This design comes from an exercise in tuning for small area, a short achievable clock period and few clock cycles per item on the open sky130 flow, not from production work. At most, simulation tests tie the RTL to the original design; equivalence was not proved. Power is estimated from default activity; no workload was simulated.

## weighted_write_coalescing_buffer_unit
module weighted_write_coalescing_buffer_unit (
   input  logic                               clock,
   input  logic                               reset,
   input  logic                               req_valid,
   output logic                               req_ready,
   input  logic                               req_mode,
   input  logic [wwcb_pkg::ITEM_W-1:0]        req_item_id,
   input  logic [wwcb_pkg::MODEM_W-1:0]       req_modem_index,
   input  logic [wwcb_pkg::CLASS_W-1:0]       req_weight_class,
   output logic                               rsp_valid,
   input  logic                               rsp_ready,
   output logic [wwcb_pkg::ITEM_W-1:0]        rsp_out_item_id,
   output logic [wwcb_pkg::MODEM_W-1:0]       rsp_out_modem_index,
   output logic [wwcb_pkg::SERIAL_W-1:0]      rsp_batch_serial,
   output logic                               rsp_last,
   input  logic                               csr_psel,
   input  logic                               csr_penable,
   input  logic                               csr_pwrite,
   input  logic [wwcb_pkg::CSR_ADDR_W-1:0]    csr_paddr,
   input  logic [wwcb_pkg::CSR_DATA_W-1:0]    csr_pwdata,
   output logic [wwcb_pkg::CSR_DATA_W-1:0]    csr_prdata,
   output logic                               csr_pready
);
For scale: ~2800 cells after synthesis, about 790 flip-flops, about 150 I/O pins, about 40000 sq um of cells after synthesis.
Settings: LEC_CHECK=0, CAP_MARGIN=20, CORE_MARGIN=2, CORE_UTILIZATION=40, SLEW_MARGIN=20; clock period 6.0 ns.
run.sh (not shown) runs the stock make flow with config.mk's settings and CLKGATE_MAP_FILE= SYNTH_SCRIPT=/design/flow/synth_recipe.tcl, a recipe that flattens the netlist after the stock synthesis.
Change:
Settings changed: ABC_CLOCK_PERIOD_IN_PS set to 3000, CORE_UTILIZATION 40 to 60.
After rerunning: Combinational power barely changes; maximum frequency decreases by 0.72%; cell count shrinks by 10%.
Function was not checked in any run of this note: the RTL went through the layout flow alone.

========
lane 1:
Another version of the RTL of weighted_write_coalescing_buffer_unit (not shown whole).
Size: ~3200 cells after synthesis, about 830 flip-flops, ~150 I/O pins.
==> flow/design.v (excerpt) <==
module weighted_write_coalescing_buffer_unit (
   input  logic                               clock,
   input  logic                               reset,
   input  logic                               req_valid,
   output logic                               req_ready,
   input  logic                               req_mode,
   input  logic [wwcb_pkg::ITEM_W-1:0]        req_item_id,
   input  logic [wwcb_pkg::MODEM_W-1:0]       req_modem_index,
   input  logic [wwcb_pkg::CLASS_W-1:0]       req_weight_class,
   output logic                               rsp_valid,
   input  logic                               rsp_ready,
   output logic [wwcb_pkg::ITEM_W-1:0]        rsp_out_item_id,
   output logic [wwcb_pkg::MODEM_W-1:0]       rsp_out_modem_index,
   output logic [wwcb_pkg::SERIAL_W-1:0]      rsp_batch_serial,
   output logic                               rsp_last,
   input  logic                               csr_psel,
   input  logic                               csr_penable,
   input  logic                               csr_pwrite,
   input  logic [wwcb_pkg::CSR_ADDR_W-1:0]    csr_paddr,
   input  logic [wwcb_pkg::CSR_DATA_W-1:0]    csr_pwdata,
   output logic [wwcb_pkg::CSR_DATA_W-1:0]    csr_prdata,
   output logic                               csr_pready
);
export LEC_CHECK = 0
export CAP_MARGIN = 20
export CORE_MARGIN = 2
export CORE_UTILIZATION = 40
export SETUP_SLACK_MARGIN = 2.5
export SLEW_MARGIN = 20
create_clock -name core_clock -period 6.0 [get_ports {clock}]
standard.sh (not shown) runs the stock make flow with config.mk's settings and CLKGATE_MAP_FILE= SYNTH_SCRIPT=/design/flow/synth_recipe.tcl, a recipe that flattens the netlist after the stock synthesis.
==> flow/flow/run.sh <==
#!/bin/bash
# Standard layout, with the port buffers made from buf_4 cells instead of the default choice.
cp standard.sh standard_sh_copy.txt
export BUFFER_PORTS_ARGS="-buffer_cell sky130_fd_sc_hd__buf_4"
bash standard.sh > standard_flow.log 2>&1
status=$?
exit $status
Lane 1 was carried through to the last stage, and its layout satisfied the timing, design-rule and antenna checks.
Testbench counts of lane 1, summed over its fixed seeds: cycles 12,315, items 12,000.
What lane 2 does differently from lane 1 at the input level:
==> flow/run.sh (new file) <==
#!/bin/bash
# synth_recipe.tcl (not shown) runs the flow's synth.tcl, then flattens the netlist and writes it again
# the make line also repeats each setting of config.mk as NAME=value (left out here)
make -C /OpenROAD-flow-scripts/flow DESIGN_CONFIG=/design/flow/config.mk WORK_HOME=/design/flow/orfs CLKGATE_MAP_FILE= SYNTH_SCRIPT=/design/flow/synth_recipe.tcl finish
--- a/flow/config.mk
+++ b/flow/config.mk
@@ -11 +11 @@
-export SETUP_SLACK_MARGIN = 2.5
+export SETUP_SLACK_MARGIN = 3.0
removed: flow/flow/run.sh
removed: flow/standard.sh
## What came out
Lane 2 ends up with a routed wire length that is 1.9% higher than in lane 1. STATUS final critical delay including setup and external delays: lane 2 wins against lane 1. Between lane 1 and lane 2, the routed wirelength normalized by instance count figures differ only marginally. Count of clock-buffer cells in the layout (higher): lane 2. Looking only at met2 track demand over resource, and setting everything else aside, the higher value of lane 1 and lane 2 goes to lane 2. Looking at routability congestion estimate, lane 2 sits 0.0041 above lane 1. Going from lane 1 to lane 2, non-clock buffer instance count of the final layout up about 36%, total power down about 0.9%, post-route worst hold slack flat.
Here is what was changed in the inputs of lane 3 compared with lane 2.
--- a/flow/config.mk
+++ b/flow/config.mk
@@ -11 +11 @@
-export SETUP_SLACK_MARGIN = 3.0
+export SETUP_SLACK_MARGIN = 3.2
--- outcome ---
Lane 3 finished all stages; layout check result: FAIL, due to slew limit.
The final reports for lane 3 and lane 2 show part of the total power dissipated in combinational logic higher in the former.
Compared to lane 2, lane 3 has final design utilization 2.5 points higher.
Lane 2 -> lane 3: number of buffers inserted by hold repair at cts delta 0, exact match
Lane 2 → lane 3: clock power increased about 0.7%; number of buffers outside the clock class in the layout increased 97; cell count of the worst reg-to-reg path increased 2; worst endpoint data arrival time saw an increase; die area saw little to no change.
Against lane 2 as the reference, lane 3 delivers a higher data required time at the worst endpoint.
Hold slack on lane 3 is up relative to lane 2.
Edits applied to the flow inputs when going from lane 3 to lane 4:
--- a/flow/config.mk
+++ b/flow/config.mk
@@ -11 +11 @@
-export SETUP_SLACK_MARGIN = 3.2
+export SETUP_SLACK_MARGIN = 2.8
Notes after the runs:
Of lane 3 and lane 4, only lane 3 fails to finish with a clean layout. In lane 3 the implementation completed, yet the final layout does not meet the checks, the culprit being slew limit. Proportion of power drawn by the clock network for lane 4: 2.4 points up relative to lane 3. Between lane 3 and lane 4, share of layout cells above drive strength 1 decreased. Re total met2 wirelength after detailed routing: lane 3 was higher than lane 4. There was hardly any difference in number of combinational gates with multiple inputs between lane 4 and lane 3. | leakage power summed over all cells | lane 4 vs lane 3 | better |. Lane 4: global-route usage 1.7 points below lane 3. Looking only at biggest cell delay along the critical path, and setting everything else aside, the higher value of lane 3 and lane 4 goes to lane 3. Relative to lane 3, lane 4 improves setup slack. Of lane 3 and lane 4, the higher final core utilization belongs to lane 3. In the reports for lane 3 and lane 4, the larger post-layout instance area belongs to lane 3.
Changes in lane 5 relative to lane 4:
--- a/flow/config.mk
+++ b/flow/config.mk
@@ -11 +11 @@
-export SETUP_SLACK_MARGIN = 2.8
+export SETUP_SLACK_MARGIN = 3.1
## What came out
Compared with lane 4, lane 5 shows a part of the power in combinational logic that is 2.2 points higher.
Lane 5 vs lane 4 — fmax rose 1.4%.
Against lane 4, lane 5 comes in 1.6 points higher on post-route core utilization.
Relative to lane 4, the first-pass GRT wire length of lane 5 is higher by 2.5%.
Compared with lane 4, lane 5 ends up with a larger final cell area.
Final routed wirelength across all metal layers, lane 5 and lane 4: lower on lane 4

========
weighted_write_coalescing_buffer_unit, a different RTL version from the one above (not shown whole).
Size in the first run: ~3100 cells after synthesis, ~810 flip-flops, roughly 39000 µm² of cells after synthesis.
Settings: LEC_CHECK=0, CAP_MARGIN=20, CORE_MARGIN=2, CORE_UTILIZATION=65, SETUP_SLACK_MARGIN=2.5, SLEW_MARGIN=20; clock period 6.0 ns.
run.sh (not shown) runs the stock make flow with config.mk's settings and CLKGATE_MAP_FILE= SYNTH_SCRIPT=/design/flow/synth_recipe.tcl, a recipe that flattens the netlist after the stock synthesis.
Stock flow here: none of the scripts above is used.
==> next run, changes <==
Settings changed: CORE_UTILIZATION 65 to 40, GPL_TIMING_DRIVEN set to 1, TNS_END_PERCENT set to 100.
After rerunning: Wire length rose by 1.9%; area after synthesis stays the same; combinational power falls by about 4%; power increases by about 1.8%.
==> next run, changes <==
Settings changed: GPL_TIMING_DRIVEN 1 to not set, TNS_END_PERCENT 100 to not set.
After rerunning: Clock skew is unchanged. Count of clock-buffer cells in the layout is unchanged. Cell area is unchanged. Via count is unchanged. Wire length does not change. Combinational power is about the same.
No run of this note included a check of the RTL's function; only the layout flow was run.

========
run 1:
Another version of the RTL of weighted_write_coalescing_buffer_unit (not shown whole).
Size in the first run: roughly 3200 cells after synthesis, about 150 I/O pins, ~41000 sq um of cells after synthesis.
==> flow/config.mk <==
export PLATFORM = sky130hd
export DESIGN_NAME = weighted_write_coalescing_buffer_unit
export DESIGN_NICKNAME = weighted_write_coalescing_buffer_unit
export VERILOG_FILES = /design/flow/design.v
export SDC_FILE = /design/flow/constraint.sdc
export NUM_CORES = 4
export LEC_CHECK = 0
export CAP_MARGIN = 20
export CORE_MARGIN = 2
export CORE_UTILIZATION = 40
export SETUP_SLACK_MARGIN = 3.0
export SLEW_MARGIN = 20
==> flow/constraint.sdc <==
create_clock -name core_clock -period 6.0 [get_ports {clock}]
set_input_delay 1.2000 -clock core_clock [delete_from_list [all_inputs] [get_ports {clock}]]
set_output_delay 1.2000 -clock core_clock [all_outputs]
set_load 0.01 [all_outputs]
Testbench counts of run 1, summed over its fixed seeds: cycles 12,315, items 12,000.
Input changes introduced in run 2 (baseline for comparison: run 1):
Settings: changing SETUP_SLACK_MARGIN from 3.0 to 2.5.
==> results.txt <==
- The cell area reported for run 2 is smaller than that of run 1 by 1100 sq um.
- Run 2 -> run 1: total of hold buffers inserted after clock tree synthesis delta 0, exact match
- The final layout from run 2, which completed every stage, passed the timing, design-rule and antenna checks at the end of the flow.
- Worst setup slack: run 2 < run 1
- Higher sequential share of layout area was reported by run 2, not run 1.
Changes in run 3 relative to run 2:
Settings: SETUP_SLACK_MARGIN changed from 2.5 to 2.8.
==> comparison <==
Run 2 → run 3: global routing met1 resource utilization lower; sequential cell area share lower; portion of total power attributed to sequential cells lower. Run 3 and run 2 ended up with nearly the same number of instances in the placed design. Looking at minimum clock period after layout across run 3 and run 2, the one that comes out lower is run 3.

[afterwards: timing with drivers on the ports]
The results above use ideal ports. As a check the final layouts listed here were re-extracted and re-timed, cells and wires unchanged. Step 1 assumes that a clkbuf_16 drives the clock port and a buf_2 every other input. Step 2 times the ports against the registers' clock, not the clock port: input delays grow and output delays shrink by t, the midpoint of the rising clock arrivals with the driver on. Slacks: no drivers / after step 1 / after step 2; pairs: no drivers / after step 1.
run	t, ns	setup slack, ns	hold slack, ns	latest minus earliest clock arrival (ns)
the first run of note 1	0.724	0.358 / 0.284 / 0.533	0.470 / 0.470 / 0.470	0.060 / 0.060
the second run of note 1	0.696	0.317 / 0.250 / 0.376	0.468 / 0.468 / 0.468	0.035 / 0.035
lane 1	0.731	2.333 / 2.333 / 2.333	0.418 / 0.418 / 0.418	0.060 / 0.060
lane 2	0.736	2.753 / 2.753 / 2.473	0.419 / 0.419 / 0.419	0.033 / 0.033
lane 3	0.761	2.174 / 2.174 / 2.174	0.437 / 0.437 / 0.437	0.050 / 0.050
lane 4	0.742	2.612 / 2.612 / 2.183	0.424 / 0.424 / 0.424	0.036 / 0.035
lane 5	0.746	2.660 / 2.660 / 2.308	0.415 / 0.415 / 0.415	0.026 / 0.025
the first run of note 3	0.713	2.327 / 2.327 / 1.693	0.471 / 0.471 / 0.471	0.044 / 0.044
the second run of note 3	0.738	2.370 / 2.419 / 1.680	0.474 / 0.474 / 0.474	0.053 / 0.053
the third run of note 3	0.738	2.370 / 2.419 / 1.680	0.474 / 0.474 / 0.474	0.053 / 0.053
run 1	0.749	2.895 / 2.871 / 2.436	0.419 / 0.419 / 0.419	0.062 / 0.062
run 2	0.756	2.428 / 2.428 / 1.939	0.470 / 0.470 / 0.470	0.047 / 0.047
run 3	0.750	2.655 / 2.604 / 2.294	0.428 / 0.428 / 0.428	0.060 / 0.060
